Context: an optimization exercise on an open-source flow, tuned for small area, a short achievable clock period and few clock cycles per item. The choices shown serve that exercise and are no tape-out recipe. At most, simulation tests tie the RTL to the original design; equivalence was not proved.

==> sierra <==
// unsigned_to_radix_digits
module unsigned_to_radix_digits (
  input  logic               clk,
  input  logic               rst_n,
  input  logic               in_push,
  output logic               in_full,
  input  logic [VALUE_W-1:0] in_value,
  output logic               out_empty,
  input  logic               out_pop,
  output logic [CHAR_W-1:0]  out_digit_char,
  output logic               out_last_digit,
  output logic [COUNT_W-1:0] out_digit_count,
  input  logic               cfg_valid,
  output logic               cfg_ready,
  input  logic [RADIX_W-1:0] cfg_data
);
clock: 16.0 ns
lec_check: 0
cap_margin: 20
core_margin: 2
core_utilization: 40
slew_margin: 20
run.sh (not shown) runs the stock make flow with config.mk's settings and CLKGATE_MAP_FILE= SYNTH_SCRIPT=/design/flow/synth_recipe.tcl, a recipe that flattens the netlist after the stock synthesis.
==> inputs of quartz, as changes to sierra <==
--- a/flow/design.v
+++ b/flow/design.v
@@ -59,13 +59,27 @@
   logic               qnz_r  [STAGES];
   logic               srch_r;
   logic               found_r;
   logic [IDX_W-1:0]   tnext_r;
   logic               push_r;
   logic [RADIX_W-1:0] pushd_r;
-  logic               fin_r;
+  logic               fin_r;       
+  logic               last_r;      
+  logic [IDX_W-1:0]   tmax_eff;
+  logic [IDX_W-1:0]   tmax_r;      
+  logic               tmv_eff;     
+  logic               tmv_r;
+  logic               fpass_r;     
+  logic               pend_r;      
+  logic [IDX_W:0]     dcnt_r;      
+  logic               tfin_r [STAGES];
+  logic               tal_r  [STAGES];   
+  logic               tfin   [STAGES];
+  logic               tal    [STAGES];
+  logic               termd;
+  logic               fin0;
   logic [IDX_W-1:0]   in_top;
   logic [CHUNKS-1:0]  in_oh;
   logic               tv   [STAGES];
   logic [IDX_W-1:0]   ti   [STAGES];
   logic               tf   [STAGES];
   logic               tl   [STAGES];
@@ -114,12 +128,21 @@
       thr_eff[(k-1)*TH_W +: TH_W] = TH_W'((kb + 8'd3) >> 2);
       thm_eff[(k-1)*TH_W +: TH_W] = TH_W'(((kb + 8'd3) >> 2) - 8'd1);
       md4_eff[(k-1)*2 +: 2]       = 2'(8'd0 - kb);
     end
   end
   always_comb begin
+    logic [DW_W-1:0] fl;
+    int              lim;
+    fl = ((radix_eff & (radix_eff - 6'd1)) == '0) ? dw_eff : dw_eff - DW_W'(1);
+    lim = (STAGES * int'(fl)) / CHUNK_W - 1;
+    if (lim > CHUNKS - 1) lim = CHUNKS - 1;
+    tmv_eff  = (lim >= 0);
+    tmax_eff = (lim >= 0) ? IDX_W'(lim) : '0;
+  end
+  always_comb begin
     logic above;
     in_top = '0;
     for (int c = 0; c < CHUNKS; c++) begin
       if (in_value[c*CHUNK_W +: CHUNK_W] != '0) begin
         in_top = IDX_W'(c);
       end
@@ -133,21 +156,25 @@
   end
   always_comb begin
     tv[0]  = act0_r;
     ti[0]  = idx0_r;
     tf[0]  = first0_r;
     tl[0]  = oh0_r[0];
+    tfin[0] = fpass_r;
+    tal[0]  = 1'b1;
     cin[0] = '0;
     for (int c = 0; c < CHUNKS; c++) begin
       cin[0] = cin[0] | (vch_r[c] & {CHUNK_W{oh0_r[c]}});
     end
     for (int s = 1; s < STAGES; s++) begin
       tv[s]  = tv_r[s];
       ti[s]  = ti_r[s];
       tf[s]  = tf_r[s];
       tl[s]  = tl_r[s];
+      tfin[s] = tfin_r[s];
+      tal[s]  = tal_r[s];
       cin[s] = pipe_r[s];
     end
     for (int s = 0; s < STAGES; s++) begin
       rin[s] = tf[s] ? '0 : rem_r[s];
     end
   end
@@ -161,27 +188,32 @@
       .quo    (quo[s]),
       .rem_out(rout[s])
     );
   end
   always_comb begin
     term  = 1'b0;
+    termd = 1'b0;
     pushv = 1'b0;
     pushd = '0;
     for (int s = 0; s < STAGES; s++) begin
       qnzc[s] = (!tf[s] && qnz_r[s]) || (quo[s] != '0);
-      if (tv[s] && tl[s]) begin
+      if (tv[s] && tl[s] && tal[s]) begin
         pushv = 1'b1;
         pushd = pushd | rout[s];
-        if (!qnzc[s]) term = 1'b1;
+        if (!qnzc[s]) begin
+          termd = 1'b1;
+          if (!tfin[s]) term = 1'b1;
+        end
       end
     end
     pushv = pushv && !fin_r;
     term  = term && !fin_r;
   end
   assign srch_cur = tf[L] ? 1'b1 : srch_r;
-  assign setf     = tv[L] && srch_cur && (quo[L] != '0);
+  assign setf     = tv[L] && !tfin[L] && srch_cur && (quo[L] != '0);
+  assign fin0     = act0_r && tl[0] && fpass_r;
   assign found_nx = setf || found_r;
   assign start    = found_r && (!act0_r || tl[0]);
   always_comb begin
     pushdue = act0_r && oh0_r[0];
     for (int s = 1; s < STAGES; s++) pushdue = pushdue || (tv_r[s] && tl_r[s]);
   end
@@ -190,49 +222,73 @@
     if (!rst_n) begin
       free_r  <= 1'b1;
       act0_r  <= 1'b0;
       found_r <= 1'b0;
       push_r  <= 1'b0;
       fin_r   <= 1'b0;
+      last_r  <= 1'b0;
+      pend_r  <= 1'b0;
+      dcnt_r  <= '0;
       for (int s = 0; s < STAGES; s++) tv_r[s] <= 1'b0;
     end else begin
       push_r <= pushv && !frz;
       fin_r  <= term && !frz;
+      last_r <= termd && !fin_r && !frz;
+      if (fin_r) begin
+        dcnt_r <= '0;
+      end else if (!frz) begin
+        if (fin0) begin
+          dcnt_r <= (IDX_W+1)'(STAGES - 1);
+        end else if (dcnt_r != '0) begin
+          dcnt_r <= dcnt_r - (IDX_W+1)'(1);
+        end
+      end
       for (int s = 1; s < STAGES; s++) begin
         if (fin_r) begin
           tv_r[s] <= 1'b0;
         end else if (!frz) begin
           tv_r[s] <= tv[s-1];
         end
       end
       if (free_r) begin
-        act0_r  <= in_push;
+        act0_r  <= in_push && (dcnt_r + (IDX_W+1)'(frz) <= {1'b0, in_top} + (IDX_W+1)'(1));
+        pend_r  <= in_push && (dcnt_r + (IDX_W+1)'(frz) >  {1'b0, in_top} + (IDX_W+1)'(1));
         free_r  <= !in_push;
         found_r <= 1'b0;
       end else begin
         if (!frz) begin
-          if (start) begin
+          if (pend_r) begin
+            if (dcnt_r <= {1'b0, idx0_r} + (IDX_W+1)'(1)) begin
+              act0_r <= 1'b1;
+              pend_r <= 1'b0;
+            end
+          end else if (start) begin
             act0_r <= 1'b1;
           end else if (act0_r && tl[0]) begin
             act0_r <= 1'b0;
           end
           found_r <= (start || fin_r) ? 1'b0 : found_nx;
         end
-        if (term && !frz) begin
+        if ((term || fin0) && !frz) begin
           free_r <= 1'b1;
         end
+        if (fin0 && !frz) begin
+          act0_r <= 1'b0;
+        end
       end
     end
   end
   always_ff @(posedge clk) begin
     pushd_r <= pushd;
     if (!frz) begin
       for (int s = 1; s < STAGES; s++) begin
         ti_r[s]   <= ti[s-1];
         tf_r[s]   <= tf[s-1];
         tl_r[s]   <= tl[s-1];
+        tfin_r[s] <= tfin[s-1];
+        tal_r[s]  <= tal[s-1] && qnzc[s-1];
         pipe_r[s] <= quo[s-1];
       end
       for (int s = 0; s < STAGES; s++) begin
         if (tv[s]) begin
           rem_r[s] <= rout[s];
           qnz_r[s] <= qnzc[s];
@@ -247,36 +303,40 @@
     end
     if (free_r) begin
       for (int c = 0; c < CHUNKS; c++) begin
         vch_r[c] <= CHUNK_W'(in_value >> (c * CHUNK_W));
       end
       idx0_r   <= in_top;
+      tmax_r   <= tmax_eff;
+      tmv_r    <= tmv_eff;
+      fpass_r  <= tmv_eff && (in_top <= tmax_eff);
       oh0_r    <= in_oh;
       first0_r <= 1'b1;
       thr_r    <= thr_eff;
       thm_r    <= thm_eff;
       md4_r    <= md4_eff;
       dw_r     <= dw_eff;
     end else if (!frz) begin
-      if (tv[L]) begin
+      if (tv[L] && !tfin[L]) begin
         vch_r[ti[L]] <= quo[L];
       end
       if (start) begin
         idx0_r   <= tnext_r;
+        fpass_r  <= tmv_r && (tnext_r <= tmax_r);
         first0_r <= 1'b1;
         for (int c = 0; c < CHUNKS; c++) oh0_r[c] <= (tnext_r == IDX_W'(c));
       end else if (act0_r) begin
         idx0_r   <= idx0_r - IDX_W'(1);
         oh0_r    <= oh0_r >> 1;
         first0_r <= 1'b0;
       end
     end
   end
   assign dg_push  = push_r;
   assign dg_digit = pushd_r;
-  assign dg_last  = fin_r;
+  assign dg_last  = last_r;
   assign dg_dw    = dw_r;
 endmodule
 import urd_pkg::*;
 module urd_div (
   input  logic [RADIX_W-1:0] rem_in,     
   input  logic [CHUNK_W-1:0] chunk,      
@@ -340,13 +400,12 @@
   output logic [COUNT_W-1:0] out_digit_count
 );
   logic [STACK_W-1:0] stk_r;
   logic [COUNT_W-1:0] cnt_r;       
   logic [COUNT_W-1:0] left_r;      
   logic [COUNT_W-1:0] total_r;
-  logic [DW_W-1:0]    ew_r;        
   logic               show_r;
   logic [CHAR_W-1:0]  char_r;
   logic               last_r;
   logic [COUNT_W-1:0] count_r;
   localparam int SP_W = (SKID > 1) ? $clog2(SKID) : 1;
   logic [RADIX_W-1:0] sk_dig_r  [SKID];
@@ -358,14 +417,13 @@
   logic [RADIX_W-1:0] sk_dig;
   logic               sk_last;
   logic               advance;
   logic               issue;
   logic [5:0]         digit;
   logic [CHAR_W-1:0]  dchar;
-  logic [STACK_W-1:0] stk_pop;
-  logic [STACK_W-1:0] stk_push;
+  logic [STACK_W-1:0] stk_nxt;
   assign advance  = !show_r || out_pop;
   assign issue    = advance && (left_r != '0);
   assign skid_cnt  = sk_cnt_r;
   assign emit_idle = (left_r == '0) && !show_r;
   assign drain    = (sk_cnt_r != '0) && (left_r == '0);
   assign sk_dig   = sk_dig_r[sk_rd_r];
@@ -385,28 +443,36 @@
     if (dg_push) begin
       sk_dig_r[sk_wr_r]  <= dg_digit;
       sk_last_r[sk_wr_r] <= dg_last;
     end
   end
   always_comb begin
-    case (ew_r)
-      3'd1:    begin digit = {5'd0, stk_r[0]};   stk_pop = {1'd0, stk_r[STACK_W-1:1]}; end
-      3'd2:    begin digit = {4'd0, stk_r[1:0]}; stk_pop = {2'd0, stk_r[STACK_W-1:2]}; end
-      3'd3:    begin digit = {3'd0, stk_r[2:0]}; stk_pop = {3'd0, stk_r[STACK_W-1:3]}; end
-      3'd4:    begin digit = {2'd0, stk_r[3:0]}; stk_pop = {4'd0, stk_r[STACK_W-1:4]}; end
-      3'd5:    begin digit = {1'd0, stk_r[4:0]}; stk_pop = {5'd0, stk_r[STACK_W-1:5]}; end
-      default: begin digit = stk_r[5:0];         stk_pop = {6'd0, stk_r[STACK_W-1:6]}; end
-    endcase
-    case (dg_dw)
-      3'd1:    stk_push = {stk_r[STACK_W-2:0], sk_dig[0]};
-      3'd2:    stk_push = {stk_r[STACK_W-3:0], sk_dig[1:0]};
-      3'd3:    stk_push = {stk_r[STACK_W-4:0], sk_dig[2:0]};
-      3'd4:    stk_push = {stk_r[STACK_W-5:0], sk_dig[3:0]};
-      3'd5:    stk_push = {stk_r[STACK_W-6:0], sk_dig[4:0]};
-      default: stk_push = {stk_r[STACK_W-7:0], sk_dig[5:0]};
-    endcase
+    logic [5:0] wsel;
+    logic [5:0] selp;
+    logic [5:0] selq;
+    for (int k = 0; k < 6; k++) begin
+      wsel[k] = (dg_dw == DW_W'(k + 1));
+      selp[k] = drain && wsel[k];
+      selq[k] = !drain && wsel[k];
+    end
+    for (int i = 0; i < STACK_W; i++) begin
+      stk_nxt[i] = 1'b0;
+      for (int k = 1; k <= 6; k++) begin
+        if (i >= k) begin
+          stk_nxt[i] = stk_nxt[i] | (selp[k-1] & stk_r[i-k]);
+        end else begin
+          stk_nxt[i] = stk_nxt[i] | (selp[k-1] & sk_dig[i]);
+        end
+        if (i + k < STACK_W) begin
+          stk_nxt[i] = stk_nxt[i] | (selq[k-1] & stk_r[i+k]);
+        end
+      end
+    end
+    for (int i = 0; i < 6; i++) begin
+      digit[i] = stk_r[i] & (dg_dw > DW_W'(i));
+    end
     if (digit < 6'd10) begin
       dchar = 7'h30 + CHAR_W'(digit);
     end else begin
       dchar = 7'h37 + CHAR_W'(digit);
     end
   end
@@ -426,20 +492,17 @@
       if (advance) begin
         show_r <= issue;
       end
     end
   end
   always_ff @(posedge clk) begin
-    if (drain) begin
-      stk_r <= stk_push;
-    end else if (issue) begin
-      stk_r <= stk_pop;
+    if (drain || issue) begin
+      stk_r <= stk_nxt;
     end
     if (drain && sk_last) begin
       total_r <= cnt_r + COUNT_W'(1);
-      ew_r    <= dg_dw;
     end
     if (issue) begin
       char_r  <= dchar;
       last_r  <= (left_r == COUNT_W'(1));
       count_r <= total_r;
     end
ABC_AREA = 1   (was not set)
CORE_UTILIZATION = 55   (was 40)
==> inputs of willow, as changes to sierra <==
--- a/flow/design.v
+++ b/flow/design.v
@@ -59,13 +59,25 @@
   logic               qnz_r  [STAGES];
   logic               srch_r;
   logic               found_r;
   logic [IDX_W-1:0]   tnext_r;
   logic               push_r;
   logic [RADIX_W-1:0] pushd_r;
-  logic               fin_r;
+  logic               fin_r;       
+  logic               last_r;      
+  logic [IDX_W-1:0]   tmax_eff;
+  logic [IDX_W-1:0]   tmax_r;      
+  logic               fpass_r;     
+  logic               pend_r;      
+  logic [IDX_W:0]     dcnt_r;      
+  logic               tfin_r [STAGES];
+  logic               tal_r  [STAGES];   
+  logic               tfin   [STAGES];
+  logic               tal    [STAGES];
+  logic               termd;
+  logic               fin0;
   logic [IDX_W-1:0]   in_top;
   logic [CHUNKS-1:0]  in_oh;
   logic               tv   [STAGES];
   logic [IDX_W-1:0]   ti   [STAGES];
   logic               tf   [STAGES];
   logic               tl   [STAGES];
@@ -114,12 +126,20 @@
       thr_eff[(k-1)*TH_W +: TH_W] = TH_W'((kb + 8'd3) >> 2);
       thm_eff[(k-1)*TH_W +: TH_W] = TH_W'(((kb + 8'd3) >> 2) - 8'd1);
       md4_eff[(k-1)*2 +: 2]       = 2'(8'd0 - kb);
     end
   end
   always_comb begin
+    logic [DW_W-1:0] fl;
+    int              lim;
+    fl = ((radix_eff & (radix_eff - 6'd1)) == '0) ? dw_eff : dw_eff - DW_W'(1);
+    lim = (STAGES * int'(fl)) / CHUNK_W - 1;
+    if (lim > CHUNKS - 1) lim = CHUNKS - 1;
+    tmax_eff = IDX_W'(lim);
+  end
+  always_comb begin
     logic above;
     in_top = '0;
     for (int c = 0; c < CHUNKS; c++) begin
       if (in_value[c*CHUNK_W +: CHUNK_W] != '0) begin
         in_top = IDX_W'(c);
       end
@@ -133,21 +153,25 @@
   end
   always_comb begin
     tv[0]  = act0_r;
     ti[0]  = idx0_r;
     tf[0]  = first0_r;
     tl[0]  = oh0_r[0];
+    tfin[0] = fpass_r;
+    tal[0]  = 1'b1;
     cin[0] = '0;
     for (int c = 0; c < CHUNKS; c++) begin
       cin[0] = cin[0] | (vch_r[c] & {CHUNK_W{oh0_r[c]}});
     end
     for (int s = 1; s < STAGES; s++) begin
       tv[s]  = tv_r[s];
       ti[s]  = ti_r[s];
       tf[s]  = tf_r[s];
       tl[s]  = tl_r[s];
+      tfin[s] = tfin_r[s];
+      tal[s]  = tal_r[s];
       cin[s] = pipe_r[s];
     end
     for (int s = 0; s < STAGES; s++) begin
       rin[s] = tf[s] ? '0 : rem_r[s];
     end
   end
@@ -161,27 +185,32 @@
       .quo    (quo[s]),
       .rem_out(rout[s])
     );
   end
   always_comb begin
     term  = 1'b0;
+    termd = 1'b0;
     pushv = 1'b0;
     pushd = '0;
     for (int s = 0; s < STAGES; s++) begin
       qnzc[s] = (!tf[s] && qnz_r[s]) || (quo[s] != '0);
-      if (tv[s] && tl[s]) begin
+      if (tv[s] && tl[s] && tal[s]) begin
         pushv = 1'b1;
         pushd = pushd | rout[s];
-        if (!qnzc[s]) term = 1'b1;
+        if (!qnzc[s]) begin
+          termd = 1'b1;
+          if (!tfin[s]) term = 1'b1;
+        end
       end
     end
     pushv = pushv && !fin_r;
     term  = term && !fin_r;
   end
   assign srch_cur = tf[L] ? 1'b1 : srch_r;
-  assign setf     = tv[L] && srch_cur && (quo[L] != '0);
+  assign setf     = tv[L] && !tfin[L] && srch_cur && (quo[L] != '0);
+  assign fin0     = act0_r && tl[0] && fpass_r;
   assign found_nx = setf || found_r;
   assign start    = found_r && (!act0_r || tl[0]);
   always_comb begin
     pushdue = act0_r && oh0_r[0];
     for (int s = 1; s < STAGES; s++) pushdue = pushdue || (tv_r[s] && tl_r[s]);
   end
@@ -190,49 +219,73 @@
     if (!rst_n) begin
       free_r  <= 1'b1;
       act0_r  <= 1'b0;
       found_r <= 1'b0;
       push_r  <= 1'b0;
       fin_r   <= 1'b0;
+      last_r  <= 1'b0;
+      pend_r  <= 1'b0;
+      dcnt_r  <= '0;
       for (int s = 0; s < STAGES; s++) tv_r[s] <= 1'b0;
     end else begin
       push_r <= pushv && !frz;
       fin_r  <= term && !frz;
+      last_r <= termd && !fin_r && !frz;
+      if (fin_r) begin
+        dcnt_r <= '0;
+      end else if (!frz) begin
+        if (fin0) begin
+          dcnt_r <= (IDX_W+1)'(STAGES - 1);
+        end else if (dcnt_r != '0) begin
+          dcnt_r <= dcnt_r - (IDX_W+1)'(1);
+        end
+      end
       for (int s = 1; s < STAGES; s++) begin
         if (fin_r) begin
           tv_r[s] <= 1'b0;
         end else if (!frz) begin
           tv_r[s] <= tv[s-1];
         end
       end
       if (free_r) begin
-        act0_r  <= in_push;
+        act0_r  <= in_push && (dcnt_r <= {1'b0, in_top} + (IDX_W+1)'(1));
+        pend_r  <= in_push && (dcnt_r >  {1'b0, in_top} + (IDX_W+1)'(1));
         free_r  <= !in_push;
         found_r <= 1'b0;
       end else begin
         if (!frz) begin
-          if (start) begin
+          if (pend_r) begin
+            if (dcnt_r <= {1'b0, idx0_r} + (IDX_W+1)'(1)) begin
+              act0_r <= 1'b1;
+              pend_r <= 1'b0;
+            end
+          end else if (start) begin
             act0_r <= 1'b1;
           end else if (act0_r && tl[0]) begin
             act0_r <= 1'b0;
           end
           found_r <= (start || fin_r) ? 1'b0 : found_nx;
         end
-        if (term && !frz) begin
+        if ((term || fin0) && !frz) begin
           free_r <= 1'b1;
         end
+        if (fin0 && !frz) begin
+          act0_r <= 1'b0;
+        end
       end
     end
   end
   always_ff @(posedge clk) begin
     pushd_r <= pushd;
     if (!frz) begin
       for (int s = 1; s < STAGES; s++) begin
         ti_r[s]   <= ti[s-1];
         tf_r[s]   <= tf[s-1];
         tl_r[s]   <= tl[s-1];
+        tfin_r[s] <= tfin[s-1];
+        tal_r[s]  <= tal[s-1] && qnzc[s-1];
         pipe_r[s] <= quo[s-1];
       end
       for (int s = 0; s < STAGES; s++) begin
         if (tv[s]) begin
           rem_r[s] <= rout[s];
           qnz_r[s] <= qnzc[s];
@@ -247,36 +300,39 @@
     end
     if (free_r) begin
       for (int c = 0; c < CHUNKS; c++) begin
         vch_r[c] <= CHUNK_W'(in_value >> (c * CHUNK_W));
       end
       idx0_r   <= in_top;
+      tmax_r   <= tmax_eff;
+      fpass_r  <= (in_top <= tmax_eff);
       oh0_r    <= in_oh;
       first0_r <= 1'b1;
       thr_r    <= thr_eff;
       thm_r    <= thm_eff;
       md4_r    <= md4_eff;
       dw_r     <= dw_eff;
     end else if (!frz) begin
-      if (tv[L]) begin
+      if (tv[L] && !tfin[L]) begin
         vch_r[ti[L]] <= quo[L];
       end
       if (start) begin
         idx0_r   <= tnext_r;
+        fpass_r  <= (tnext_r <= tmax_r);
         first0_r <= 1'b1;
         for (int c = 0; c < CHUNKS; c++) oh0_r[c] <= (tnext_r == IDX_W'(c));
       end else if (act0_r) begin
         idx0_r   <= idx0_r - IDX_W'(1);
         oh0_r    <= oh0_r >> 1;
         first0_r <= 1'b0;
       end
     end
   end
   assign dg_push  = push_r;
   assign dg_digit = pushd_r;
-  assign dg_last  = fin_r;
+  assign dg_last  = last_r;
   assign dg_dw    = dw_r;
 endmodule
 import urd_pkg::*;
 module urd_div (
   input  logic [RADIX_W-1:0] rem_in,     
   input  logic [CHUNK_W-1:0] chunk,      
@@ -340,13 +396,12 @@
   output logic [COUNT_W-1:0] out_digit_count
 );
   logic [STACK_W-1:0] stk_r;
   logic [COUNT_W-1:0] cnt_r;       
   logic [COUNT_W-1:0] left_r;      
   logic [COUNT_W-1:0] total_r;
-  logic [DW_W-1:0]    ew_r;        
   logic               show_r;
   logic [CHAR_W-1:0]  char_r;
   logic               last_r;
   logic [COUNT_W-1:0] count_r;
   localparam int SP_W = (SKID > 1) ? $clog2(SKID) : 1;
   logic [RADIX_W-1:0] sk_dig_r  [SKID];
@@ -358,14 +413,13 @@
   logic [RADIX_W-1:0] sk_dig;
   logic               sk_last;
   logic               advance;
   logic               issue;
   logic [5:0]         digit;
   logic [CHAR_W-1:0]  dchar;
-  logic [STACK_W-1:0] stk_pop;
-  logic [STACK_W-1:0] stk_push;
+  logic [STACK_W-1:0] stk_nxt;
   assign advance  = !show_r || out_pop;
   assign issue    = advance && (left_r != '0);
   assign skid_cnt  = sk_cnt_r;
   assign emit_idle = (left_r == '0) && !show_r;
   assign drain    = (sk_cnt_r != '0) && (left_r == '0);
   assign sk_dig   = sk_dig_r[sk_rd_r];
@@ -385,28 +439,36 @@
     if (dg_push) begin
       sk_dig_r[sk_wr_r]  <= dg_digit;
       sk_last_r[sk_wr_r] <= dg_last;
     end
   end
   always_comb begin
-    case (ew_r)
-      3'd1:    begin digit = {5'd0, stk_r[0]};   stk_pop = {1'd0, stk_r[STACK_W-1:1]}; end
-      3'd2:    begin digit = {4'd0, stk_r[1:0]}; stk_pop = {2'd0, stk_r[STACK_W-1:2]}; end
-      3'd3:    begin digit = {3'd0, stk_r[2:0]}; stk_pop = {3'd0, stk_r[STACK_W-1:3]}; end
-      3'd4:    begin digit = {2'd0, stk_r[3:0]}; stk_pop = {4'd0, stk_r[STACK_W-1:4]}; end
-      3'd5:    begin digit = {1'd0, stk_r[4:0]}; stk_pop = {5'd0, stk_r[STACK_W-1:5]}; end
-      default: begin digit = stk_r[5:0];         stk_pop = {6'd0, stk_r[STACK_W-1:6]}; end
-    endcase
-    case (dg_dw)
-      3'd1:    stk_push = {stk_r[STACK_W-2:0], sk_dig[0]};
-      3'd2:    stk_push = {stk_r[STACK_W-3:0], sk_dig[1:0]};
-      3'd3:    stk_push = {stk_r[STACK_W-4:0], sk_dig[2:0]};
-      3'd4:    stk_push = {stk_r[STACK_W-5:0], sk_dig[3:0]};
-      3'd5:    stk_push = {stk_r[STACK_W-6:0], sk_dig[4:0]};
-      default: stk_push = {stk_r[STACK_W-7:0], sk_dig[5:0]};
-    endcase
+    logic [5:0] wsel;
+    logic [5:0] selp;
+    logic [5:0] selq;
+    for (int k = 0; k < 6; k++) begin
+      wsel[k] = (dg_dw == DW_W'(k + 1));
+      selp[k] = drain && wsel[k];
+      selq[k] = !drain && wsel[k];
+    end
+    for (int i = 0; i < STACK_W; i++) begin
+      stk_nxt[i] = 1'b0;
+      for (int k = 1; k <= 6; k++) begin
+        if (i >= k) begin
+          stk_nxt[i] = stk_nxt[i] | (selp[k-1] & stk_r[i-k]);
+        end else begin
+          stk_nxt[i] = stk_nxt[i] | (selp[k-1] & sk_dig[i]);
+        end
+        if (i + k < STACK_W) begin
+          stk_nxt[i] = stk_nxt[i] | (selq[k-1] & stk_r[i+k]);
+        end
+      end
+    end
+    for (int i = 0; i < 6; i++) begin
+      digit[i] = stk_r[i] & (dg_dw > DW_W'(i));
+    end
     if (digit < 6'd10) begin
       dchar = 7'h30 + CHAR_W'(digit);
     end else begin
       dchar = 7'h37 + CHAR_W'(digit);
     end
   end
@@ -426,20 +488,17 @@
       if (advance) begin
         show_r <= issue;
       end
     end
   end
   always_ff @(posedge clk) begin
-    if (drain) begin
-      stk_r <= stk_push;
-    end else if (issue) begin
-      stk_r <= stk_pop;
+    if (drain || issue) begin
+      stk_r <= stk_nxt;
     end
     if (drain && sk_last) begin
       total_r <= cnt_r + COUNT_W'(1);
-      ew_r    <= dg_dw;
     end
     if (issue) begin
       char_r  <= dchar;
       last_r  <= (left_r == COUNT_W'(1));
       count_r <= total_r;
     end
ABC_AREA = 1   (was not set)
==> impl_metrics.json <==
{
  "synth_compound_area_share_pct": 23.0,
  "clk_pin_slew_ns": 0.07,
  "outcome": "finished clean",
  "fp.dieW_um": 277,
  "final_cell_mix": "nand2_1 (742), inv_1 (390), o21ai_0 (355)",
  "fill_cells": 7425,
  "drt-pass1-iter-count": 8,
  "n_sequential_cell": 379,
  "seq_share_pct": 32.9,
  "insertion_delay_ns": 0.63,
  "vias_per_cell": 5.93,
  "place_ws_ns": 9.17,
  "cp-start-kind": "register",
  "final_cells": 4771
}
# the run above: willow

==> impl_metrics.json <==
{
  "fill_cells": 4776,
  "insertion_delay_ns": 0.61,
  "n_sequential_cell": 380,
  "place_ws_ns": 8.80,
  "drt-pass1-iter-count": 19,
  "final_cell_mix": "nand2_1 (694), inv_1 (415), edfxtp_1 (328)",
  "outcome": "finished clean",
  "vias_per_cell": 6.58,
  "final_cells": 4447,
  "seq_share_pct": 33.3
}
# the run above: quartz

==> impl_metrics.json <==
{
  "outcome": "finished clean",
  "fp.dieW_um": 282,
  "synth_compound_area_share_pct": 28.0,
  "fill_cells": 7598,
  "drt-pass1-iter-count": 7,
  "cp-start-kind": "register",
  "n_sequential_cell": 364,
  "vias_per_cell": 6.31,
  "clk_pin_slew_ns": 0.07,
  "final_cell_mix": "a21oi_1 (364), o21ai_0 (359), edfxtp_1 (319)",
  "final_cells": 4501,
  "seq_share_pct": 30.6
}
# the run above: sierra

Testbench counts of quartz, summed over its fixed seeds: cycles 33,987, items 928.
The RTL of sierra and willow was laid out without a check of its function.

==> what the ideal ports hide <==
The results above use ideal ports. As a check the final layouts listed here were re-extracted and re-timed, cells and wires unchanged. Step 1 assumes that a clkbuf_16 drives the clock port and a buf_2 every other input. Step 2 also shifts input and output timing later by t, the mid clock arrival at the registers, as if the neighbouring blocks saw the same clock. Three values: ideal, step 1, step 2; two values: the first two.
run	t, ns	setup WS [ns]	worst setup path at the end	cell pins on the clock port's net
sierra	0.639	8.548 / 8.548 / 8.548	register to register	1
quartz	0.653	9.203 / 9.241 / 8.588	input to register	1
willow	0.668	9.653 / 9.635 / 9.188	input to register	1
After both steps setup and hold are still met in every run listed. For quartz, which loses most, drivers alone change the setup slack by +0.038 ns; drivers and shift together by -0.615 ns.
